Context: an optimization exercise on an open-source flow, tuned for small area, a short achievable clock period and few clock cycles per item. The choices shown serve that exercise and are no tape-out recipe.
Function was checked by simulation only, so behaviour that the tests miss may differ from the original.
Power is estimated from default activity; no workload was simulated.

==> run B: inputs <==
## fraction_arithmetic_unit
module fraction_arithmetic_unit #(
   parameter int OPERAND_BITS = fau_pkg::OPERAND_BITS_DEF
) (
   input  logic clock,
   input  logic reset,
   input  logic req_tvalid,
   output logic req_tready,
   input  logic [((fau_pkg::TYPE_W + 4 * OPERAND_BITS + 7) / 8) * 8 - 1:0] req_tdata,
   output logic rsp_tvalid,
   input  logic rsp_tready,
   output logic [fau_pkg::RSP_TDATA_W-1:0] rsp_tdata
);
==> flow/config.mk <==
export PLATFORM = sky130hd
export DESIGN_NAME = fraction_arithmetic_unit
export DESIGN_NICKNAME = fraction_arithmetic_unit
export VERILOG_FILES = /design/flow/design.v
export SDC_FILE = /design/flow/constraint.sdc
export NUM_CORES = 4
export LEC_CHECK = 0
export CAP_MARGIN = 20
export CORE_MARGIN = 2
export CORE_UTILIZATION = 40
export SLEW_MARGIN = 20
==> flow/constraint.sdc <==
create_clock -name core_clock -period 12.0 [get_ports {clock}]
set_input_delay 2.4000 -clock core_clock [delete_from_list [all_inputs] [get_ports {clock}]]
set_output_delay 2.4000 -clock core_clock [all_outputs]
set_load 0.01 [all_outputs]
run.sh (not shown) runs the stock make flow with config.mk's settings and CLKGATE_MAP_FILE= SYNTH_SCRIPT=/design/flow/synth_recipe.tcl, a recipe that flattens the netlist after the stock synthesis.
==> run M (differences from run B) <==
--- a/flow/design.v
+++ b/flow/design.v
@@ -187,80 +187,60 @@
    output logic        g1_out      
 );
    localparam logic [1:0] B_IDLE = 2'd0;
    localparam logic [1:0] B_GCD  = 2'd2;
    localparam logic [1:0] B_HOLD = 2'd3;
    logic [1:0]  bstate;
-   logic [31:0] u, v;
+   logic [32:0] u, v;
    logic [31:0] xn, xd;
    logic        neg, nzf, dzf;
-   logic        ue, ve;
    function automatic logic [3:0] ctz8(input logic [7:0] y);
       if (y[1]) ctz8 = 4'd1;
       else if (y[2]) ctz8 = 4'd2;
       else if (y[3]) ctz8 = 4'd3;
       else if (y[4]) ctz8 = 4'd4;
       else if (y[5]) ctz8 = 4'd5;
       else if (y[6]) ctz8 = 4'd6;
       else if (y[7]) ctz8 = 4'd7;
       else ctz8 = 4'd8;
    endfunction
-   logic [31:0] du, dv, x, ush, vsh, un, vn, xnn, xdn;
-   logic [32:0] sm, usrc, vsrc;
-   logic        du_c;
+   logic [32:0] du, dv, sm, x, usrc, vsrc, ush, vsh;
    logic [3:0]  uamt, vamt;
    logic        use_sum;
    logic        eq, uz, vz, u_gt, v_gt, fin;
    logic [32:0] n_neg, n_abs;
    fau_add #(.W(33), .ARCH(1)) u_neg (.a(~n_in), .b(33'd0), .cin(1'b1), .s(n_neg), .cout());
    assign n_abs = n_in[32] ? n_neg : n_in;
-   fau_add #(.W(32), .ARCH(2)) u_du (.a(u), .b(~v), .cin(1'b1), .s(du), .cout(du_c));
-   fau_add #(.W(32), .ARCH(2)) u_dv (.a(v), .b(~u), .cin(1'b1), .s(dv), .cout());
-   fau_add #(.W(32), .ARCH(2)) u_sm (.a(u), .b(v), .cin(1'b0), .s(sm[31:0]), .cout(sm[32]));
+   fau_add #(.W(33), .ARCH(1)) u_du (.a(u), .b(~v), .cin(1'b1), .s(du), .cout());
+   fau_add #(.W(33), .ARCH(1)) u_dv (.a(v), .b(~u), .cin(1'b1), .s(dv), .cout());
+   fau_add #(.W(33), .ARCH(1)) u_sm (.a(u), .b(v), .cin(1'b0), .s(sm), .cout());
    always_comb begin
       x = u ^ v;
       use_sum = x[1];
-      eq = (x == 32'd0);
+      eq = (x == 33'd0);
       uz = nzf;
       vz = dzf;
-      usrc = ue ? {1'b0, u} : (use_sum ? sm : {1'b0, du});
-      vsrc = ve ? {1'b0, v} : (use_sum ? sm : {1'b0, dv});
-      uamt = ue ? ctz8(u[7:0]) : (use_sum ? ctz8(~x[7:0]) : ctz8(x[7:0]));
-      vamt = ve ? ctz8(v[7:0]) : (use_sum ? ctz8(~x[7:0]) : ctz8(x[7:0]));
-      ush = 32'(usrc >> uamt);
-      vsh = 32'(vsrc >> vamt);
-      u_gt = du_c && !eq;
-      v_gt = !du_c;
-      fin = uz || vz || (!ue && !ve && eq);
-      un = u;
-      vn = v;
-      xnn = xn;
-      xdn = xd;
-      if (ue && ve) begin
-         un = u >> 1;
-         vn = v >> 1;
-         xnn = xn >> 1;
-         xdn = xd >> 1;
-      end else if (ue) begin
-         un = ush;
-      end else if (ve) begin
-         vn = vsh;
-      end else begin
-         if (u_gt) un = ush;
-         if (v_gt) vn = vsh;
-      end
+      usrc = !u[0] ? u : (use_sum ? sm : du);
+      vsrc = !v[0] ? v : (use_sum ? sm : dv);
+      uamt = !u[0] ? ctz8(u[7:0]) : (use_sum ? ctz8(~x[7:0]) : ctz8(x[7:0]));
+      vamt = !v[0] ? ctz8(v[7:0]) : (use_sum ? ctz8(~x[7:0]) : ctz8(x[7:0]));
+      ush = usrc >> uamt;
+      vsh = vsrc >> vamt;
+      u_gt = !du[32] && !eq;
+      v_gt = du[32];
+      fin = uz || vz || (u[0] && v[0] && eq);
    end
    assign out_valid = (bstate == B_HOLD);
    assign take = avail && ((bstate == B_IDLE) || (out_valid && out_take));
-   assign g_out = u;
+   assign g_out = u[31:0];
    assign xn_out = xn;
    assign xd_out = xd;
    assign neg_out = neg;
    assign nz_out = uz;
    assign dz_out = vz;
-   assign g1_out = (u == 32'd1);
+   assign g1_out = (u == 33'd1);
    always_ff @(posedge clock) begin
       if (reset) begin
          bstate <= B_IDLE;
       end else begin
          if (take) begin
             bstate <= B_GCD;
@@ -271,28 +251,38 @@
                B_HOLD: if (out_take) bstate <= B_IDLE;
                default: bstate <= B_IDLE;
             endcase
          end
       end
       if (take) begin
-         u <= n_abs[31:0];
-         ue <= !n_abs[0];
-         v <= {1'b0, d_in};
-         ve <= !d_in[0];
+         u <= n_abs;
+         v <= {2'b00, d_in};
          xn <= n_abs[31:0];
          xd <= {1'b0, d_in};
          neg <= n_in[32];
          nzf <= (n_in == 33'd0);
          dzf <= (d_in == 31'd0);
-      end else if (bstate == B_GCD) begin
-         u <= un;
-         ue <= !un[0];
-         v <= vn;
-         ve <= !vn[0];
-         xn <= xnn;
-         xd <= xdn;
+      end else begin
+         unique case (bstate)
+            B_GCD: begin
+               if (!u[0] && !v[0]) begin
+                  u <= u >> 1;
+                  v <= v >> 1;
+                  xn <= xn >> 1;
+                  xd <= xd >> 1;
+               end else if (!u[0]) begin
+                  u <= ush;
+               end else if (!v[0]) begin
+                  v <= vsh;
+               end else begin
+                  if (u_gt) u <= ush;
+                  if (v_gt) v <= vsh;
+               end
+            end
+            default: ;
+         endcase
       end
    end
 endmodule
 module fau_div (
    input  logic        clock,
    input  logic        reset,
@@ -316,44 +306,38 @@
    localparam logic [1:0] C_DIV  = 2'd2;
    localparam logic [1:0] C_OUT  = 2'd3;
    logic [1:0]  cstate;
    logic [3:0]  cnt;
    logic        prep;
    logic [1:0]  dn, dd;
-   logic [2:0]  hn1, hd1;
    logic [31:0] g, g3, qn, qd;
    logic        neg, zd, g1;
    assign in_take = in_valid && (cstate == C_IDLE);
    assign rsp_tvalid = (cstate == C_OUT);
    assign res_num = {neg, neg, qn};
    assign res_den = qd[30:0];
    assign zero_den = zd;
    function automatic logic [1:0] digit(input logic [1:0] r, input logic g1b);
       digit = g1b ? {r[1] ^ r[0], r[0]} : r;
    endfunction
-   function automatic logic [2:0] onehot(input logic [1:0] d);
-      onehot = {d == 2'd3, d == 2'd2, d == 2'd1};
-   endfunction
    logic [31:0] mn, md, subn, subd, min_d, qn_fix;
    fau_add #(.W(32), .ARCH(1)) u_subn (.a(qn), .b(~mn), .cin(1'b1), .s(subn), .cout());
    fau_add #(.W(32), .ARCH(1)) u_subd (.a(min_d), .b(~md), .cin(1'b1), .s(subd), .cout());
    always_comb begin
       unique case (dn)
          2'd0: mn = 32'd0;
          2'd1: mn = g;
          2'd2: mn = {g[30:0], 1'b0};
          default: mn = g3;
       endcase
-      mn[31:16] = ({16{hn1[0]}} & g[31:16]) | ({16{hn1[1]}} & g[30:15]) | ({16{hn1[2]}} & g3[31:16]);
       unique case (dd)
          2'd0: md = 32'd0;
          2'd1: md = g;
          2'd2: md = {g[30:0], 1'b0};
          default: md = g3;
       endcase
-      md[31:16] = ({16{hd1[0]}} & g[31:16]) | ({16{hd1[1]}} & g[30:15]) | ({16{hd1[2]}} & g3[31:16]);
       min_d = prep ? {g[29:0], 2'b00} : qd;
       qn_fix = neg ? subn : qn;
    end
    always_ff @(posedge clock) begin
       prep <= 1'b0;
       if (reset) begin
@@ -378,14 +362,12 @@
          endcase
       end
       unique case (cstate)
          C_IDLE: begin
             dn <= 2'd1;
             dd <= 2'd1;
-            hn1 <= 3'b001;
-            hd1 <= 3'b001;
             g <= g_in;
             g1 <= g1_in;
             zd <= dz_in;
             neg <= neg_in && !nz_in;
             if (nz_in) begin
                qn <= 32'd0;
@@ -400,20 +382,16 @@
          end
          C_PREP: begin
             g3 <= subd;
             if (neg) qn <= g1 ? ~subn : subn;
             dn <= digit(qn_fix[1:0], g[1]);
             dd <= digit(qd[1:0], g[1]);
-            hn1 <= onehot(digit(qn_fix[1:0], g[1]));
-            hd1 <= onehot(digit(qd[1:0], g[1]));
          end
          C_DIV: begin
             dn <= digit(subn[3:2], g[1]);
             dd <= digit(subd[3:2], g[1]);
-            hn1 <= onehot(digit(subn[3:2], g[1]));
-            hd1 <= onehot(digit(subd[3:2], g[1]));
             if (cnt == 4'd14) begin
                qn <= {{2{neg}}, dn ^ {2{neg}}, subn[31:4]};
                qd <= {2'b00, dd, subd[31:4]};
             end else begin
                qn <= {dn ^ {2{neg}}, subn[31:2]};
                qd <= {dd, subd[31:2]};
Settings changed: CORE_UTILIZATION 40 to 65, PLACE_DENSITY set to 0.75.
==> run P (differences from run B) <==
--- a/flow/design.v
+++ b/flow/design.v
@@ -187,112 +187,102 @@
    output logic        g1_out      
 );
    localparam logic [1:0] B_IDLE = 2'd0;
    localparam logic [1:0] B_GCD  = 2'd2;
    localparam logic [1:0] B_HOLD = 2'd3;
    logic [1:0]  bstate;
-   logic [31:0] u, v;
+   logic [32:0] u, v;
    logic [31:0] xn, xd;
    logic        neg, nzf, dzf;
-   logic        ue, ve;
    function automatic logic [3:0] ctz8(input logic [7:0] y);
       if (y[1]) ctz8 = 4'd1;
       else if (y[2]) ctz8 = 4'd2;
       else if (y[3]) ctz8 = 4'd3;
       else if (y[4]) ctz8 = 4'd4;
       else if (y[5]) ctz8 = 4'd5;
       else if (y[6]) ctz8 = 4'd6;
       else if (y[7]) ctz8 = 4'd7;
       else ctz8 = 4'd8;
    endfunction
-   logic [31:0] du, dv, x, ush, vsh, un, vn, xnn, xdn;
-   logic [32:0] sm, usrc, vsrc;
-   logic        du_c;
+   logic [32:0] du, dv, sm, x, usrc, vsrc, ush, vsh;
    logic [3:0]  uamt, vamt;
    logic        use_sum;
    logic        eq, uz, vz, u_gt, v_gt, fin;
    logic [32:0] n_neg, n_abs;
    fau_add #(.W(33), .ARCH(1)) u_neg (.a(~n_in), .b(33'd0), .cin(1'b1), .s(n_neg), .cout());
    assign n_abs = n_in[32] ? n_neg : n_in;
-   fau_add #(.W(32), .ARCH(2)) u_du (.a(u), .b(~v), .cin(1'b1), .s(du), .cout(du_c));
-   fau_add #(.W(32), .ARCH(2)) u_dv (.a(v), .b(~u), .cin(1'b1), .s(dv), .cout());
-   fau_add #(.W(32), .ARCH(2)) u_sm (.a(u), .b(v), .cin(1'b0), .s(sm[31:0]), .cout(sm[32]));
+   fau_add #(.W(33), .ARCH(1)) u_du (.a(u), .b(~v), .cin(1'b1), .s(du), .cout());
+   fau_add #(.W(33), .ARCH(1)) u_dv (.a(v), .b(~u), .cin(1'b1), .s(dv), .cout());
+   fau_add #(.W(33), .ARCH(1)) u_sm (.a(u), .b(v), .cin(1'b0), .s(sm), .cout());
    always_comb begin
       x = u ^ v;
       use_sum = x[1];
-      eq = (x == 32'd0);
+      eq = (x == 33'd0);
       uz = nzf;
       vz = dzf;
-      usrc = ue ? {1'b0, u} : (use_sum ? sm : {1'b0, du});
-      vsrc = ve ? {1'b0, v} : (use_sum ? sm : {1'b0, dv});
-      uamt = ue ? ctz8(u[7:0]) : (use_sum ? ctz8(~x[7:0]) : ctz8(x[7:0]));
-      vamt = ve ? ctz8(v[7:0]) : (use_sum ? ctz8(~x[7:0]) : ctz8(x[7:0]));
-      ush = 32'(usrc >> uamt);
-      vsh = 32'(vsrc >> vamt);
-      u_gt = du_c && !eq;
-      v_gt = !du_c;
-      fin = uz || vz || (!ue && !ve && eq);
-      un = u;
-      vn = v;
-      xnn = xn;
-      xdn = xd;
-      if (ue && ve) begin
-         un = u >> 1;
-         vn = v >> 1;
-         xnn = xn >> 1;
-         xdn = xd >> 1;
-      end else if (ue) begin
-         un = ush;
-      end else if (ve) begin
-         vn = vsh;
-      end else begin
-         if (u_gt) un = ush;
-         if (v_gt) vn = vsh;
-      end
+      usrc = !u[0] ? u : (use_sum ? sm : du);
+      vsrc = !v[0] ? v : (use_sum ? sm : dv);
+      uamt = !u[0] ? ctz8(u[7:0]) : (use_sum ? ctz8(~x[7:0]) : ctz8(x[7:0]));
+      vamt = !v[0] ? ctz8(v[7:0]) : (use_sum ? ctz8(~x[7:0]) : ctz8(x[7:0]));
+      ush = usrc >> uamt;
+      vsh = vsrc >> vamt;
+      u_gt = !du[32] && !eq;
+      v_gt = du[32];
+      fin = uz || vz || (u[0] && v[0] && eq);
    end
-   assign out_valid = (bstate == B_HOLD);
+   assign out_valid = (bstate == B_HOLD) || (bstate == B_GCD && fin);
    assign take = avail && ((bstate == B_IDLE) || (out_valid && out_take));
-   assign g_out = u;
+   assign g_out = u[31:0];
    assign xn_out = xn;
    assign xd_out = xd;
    assign neg_out = neg;
    assign nz_out = uz;
    assign dz_out = vz;
-   assign g1_out = (u == 32'd1);
+   assign g1_out = (u == 33'd1);
    always_ff @(posedge clock) begin
       if (reset) begin
          bstate <= B_IDLE;
       end else begin
          if (take) begin
             bstate <= B_GCD;
          end else begin
             unique case (bstate)
                B_IDLE: ;
-               B_GCD: if (fin) bstate <= B_HOLD;
+               B_GCD: if (fin) bstate <= out_take ? B_IDLE : B_HOLD;
                B_HOLD: if (out_take) bstate <= B_IDLE;
                default: bstate <= B_IDLE;
             endcase
          end
       end
       if (take) begin
-         u <= n_abs[31:0];
-         ue <= !n_abs[0];
-         v <= {1'b0, d_in};
-         ve <= !d_in[0];
+         u <= n_abs;
+         v <= {2'b00, d_in};
          xn <= n_abs[31:0];
          xd <= {1'b0, d_in};
          neg <= n_in[32];
          nzf <= (n_in == 33'd0);
          dzf <= (d_in == 31'd0);
-      end else if (bstate == B_GCD) begin
-         u <= un;
-         ue <= !un[0];
-         v <= vn;
-         ve <= !vn[0];
-         xn <= xnn;
-         xd <= xdn;
+      end else begin
+         unique case (bstate)
+            B_GCD: begin
+               if (!u[0] && !v[0]) begin
+                  u <= u >> 1;
+                  v <= v >> 1;
+                  xn <= xn >> 1;
+                  xd <= xd >> 1;
+               end else if (!u[0]) begin
+                  u <= ush;
+               end else if (!v[0]) begin
+                  v <= vsh;
+               end else begin
+                  if (u_gt) u <= ush;
+                  if (v_gt) v <= vsh;
+               end
+            end
+            default: ;
+         endcase
       end
    end
 endmodule
 module fau_div (
    input  logic        clock,
    input  logic        reset,
@@ -316,44 +306,38 @@
    localparam logic [1:0] C_DIV  = 2'd2;
    localparam logic [1:0] C_OUT  = 2'd3;
    logic [1:0]  cstate;
    logic [3:0]  cnt;
    logic        prep;
    logic [1:0]  dn, dd;
-   logic [2:0]  hn1, hd1;
    logic [31:0] g, g3, qn, qd;
    logic        neg, zd, g1;
    assign in_take = in_valid && (cstate == C_IDLE);
    assign rsp_tvalid = (cstate == C_OUT);
    assign res_num = {neg, neg, qn};
    assign res_den = qd[30:0];
    assign zero_den = zd;
    function automatic logic [1:0] digit(input logic [1:0] r, input logic g1b);
       digit = g1b ? {r[1] ^ r[0], r[0]} : r;
    endfunction
-   function automatic logic [2:0] onehot(input logic [1:0] d);
-      onehot = {d == 2'd3, d == 2'd2, d == 2'd1};
-   endfunction
    logic [31:0] mn, md, subn, subd, min_d, qn_fix;
    fau_add #(.W(32), .ARCH(1)) u_subn (.a(qn), .b(~mn), .cin(1'b1), .s(subn), .cout());
    fau_add #(.W(32), .ARCH(1)) u_subd (.a(min_d), .b(~md), .cin(1'b1), .s(subd), .cout());
    always_comb begin
       unique case (dn)
          2'd0: mn = 32'd0;
          2'd1: mn = g;
          2'd2: mn = {g[30:0], 1'b0};
          default: mn = g3;
       endcase
-      mn[31:16] = ({16{hn1[0]}} & g[31:16]) | ({16{hn1[1]}} & g[30:15]) | ({16{hn1[2]}} & g3[31:16]);
       unique case (dd)
          2'd0: md = 32'd0;
          2'd1: md = g;
          2'd2: md = {g[30:0], 1'b0};
          default: md = g3;
       endcase
-      md[31:16] = ({16{hd1[0]}} & g[31:16]) | ({16{hd1[1]}} & g[30:15]) | ({16{hd1[2]}} & g3[31:16]);
       min_d = prep ? {g[29:0], 2'b00} : qd;
       qn_fix = neg ? subn : qn;
    end
    always_ff @(posedge clock) begin
       prep <= 1'b0;
       if (reset) begin
@@ -378,14 +362,12 @@
          endcase
       end
       unique case (cstate)
          C_IDLE: begin
             dn <= 2'd1;
             dd <= 2'd1;
-            hn1 <= 3'b001;
-            hd1 <= 3'b001;
             g <= g_in;
             g1 <= g1_in;
             zd <= dz_in;
             neg <= neg_in && !nz_in;
             if (nz_in) begin
                qn <= 32'd0;
@@ -400,20 +382,16 @@
          end
          C_PREP: begin
             g3 <= subd;
             if (neg) qn <= g1 ? ~subn : subn;
             dn <= digit(qn_fix[1:0], g[1]);
             dd <= digit(qd[1:0], g[1]);
-            hn1 <= onehot(digit(qn_fix[1:0], g[1]));
-            hd1 <= onehot(digit(qd[1:0], g[1]));
          end
          C_DIV: begin
             dn <= digit(subn[3:2], g[1]);
             dd <= digit(subd[3:2], g[1]);
-            hn1 <= onehot(digit(subn[3:2], g[1]));
-            hd1 <= onehot(digit(subd[3:2], g[1]));
             if (cnt == 4'd14) begin
                qn <= {{2{neg}}, dn ^ {2{neg}}, subn[31:4]};
                qd <= {2'b00, dd, subd[31:4]};
             end else begin
                qn <= {dn ^ {2{neg}}, subn[31:2]};
                qd <= {dd, subd[31:2]};
==> comparison <==
- Utilization, lowest first: run B, run P, run M.
- Combinational power: run P < run B < run M.
- Global-route usage: run M > run B > run P.
- The highest sequential power belongs to run M, the lowest to run P.
- Of run B and run M, run B has the higher wire length (gap about 6%, measured against run M).
- Against run B, the fmax of run P is smaller by about 7%.
==> figures <==
quantity                                                      run P         run B         run M
Number of filler cells placed in the layout                   8,601         8,595         3,795
DR WL/cell                                                  23.2 um       24.3 um       25.7 um
Number of buffers created by CTS                                 46            44            43
Fraction of power consumed by combinational cells             34.0%         40.8%         42.4%
Outcome                            no timing/DRC/antenna violations  no timing/DRC/antenna violations  no timing/DRC/antenna violations
Area of all sequential standard cells                  11,500 sq um  11,700 sq um  11,500 sq um
Area post-placement                                    37,300 sq um  37,400 sq um  36,100 sq um
Portion of total power attributed to sequential cells         37.2%         35.1%         33.9%
Post-detailed-route via-to-cell ratio                          5.94          6.17          7.06
Number of synthesized flops with an enable pin                  297           304           297
Net switching component of the power                      0.00175 W     0.00215 W     0.00241 W
Site Rows                                                       108           108            84
Final setup slack of the worst path                         5.55 ns       5.99 ns       5.79 ns
Worst flop-to-flop path endpoint                        u_gcd.u[19]  u_div.qd[25]   u_gcd.u[11]
Testbench counts of run B, summed over its fixed seeds: cycles 25,160, items 1,280.
Testbench counts of run M, summed over its fixed seeds: cycles 25,160, items 1,280.
Testbench counts of run P, summed over its fixed seeds: cycles 24,272, items 1,280.

[separate check: timing with driven ports]
In the flow no input, the clock included, has a driving cell. The finished layouts below were timed again as built, in two steps.
Step 1 sets driving cells, clkbuf_16 on the clock port and buf_2 on the other inputs (assumed; they add their load-dependent delay and slew).
Step 2, shift: input delay + t, output delay - t, t = (earliest + latest rising clock arrival at the registers) / 2. This alone moves slack from input paths to output paths.
Three values: ideal, step 1, step 2; two values: the first two.
| run | shift t [ns] | setup WS [ns] | worst setup path at the end | pins driven straight from the clock port |
|---|---|---|---|---|
| run B | 0.607 | 5.989 / 5.989 / 5.989 | register to register | 1 |
| run M | 0.629 | 5.786 / 5.786 / 5.786 | register to register | 1 |
| run P | 0.642 | 5.551 / 5.551 / 5.551 | register to register | 1 |
After both steps setup and hold are still met in every run listed.
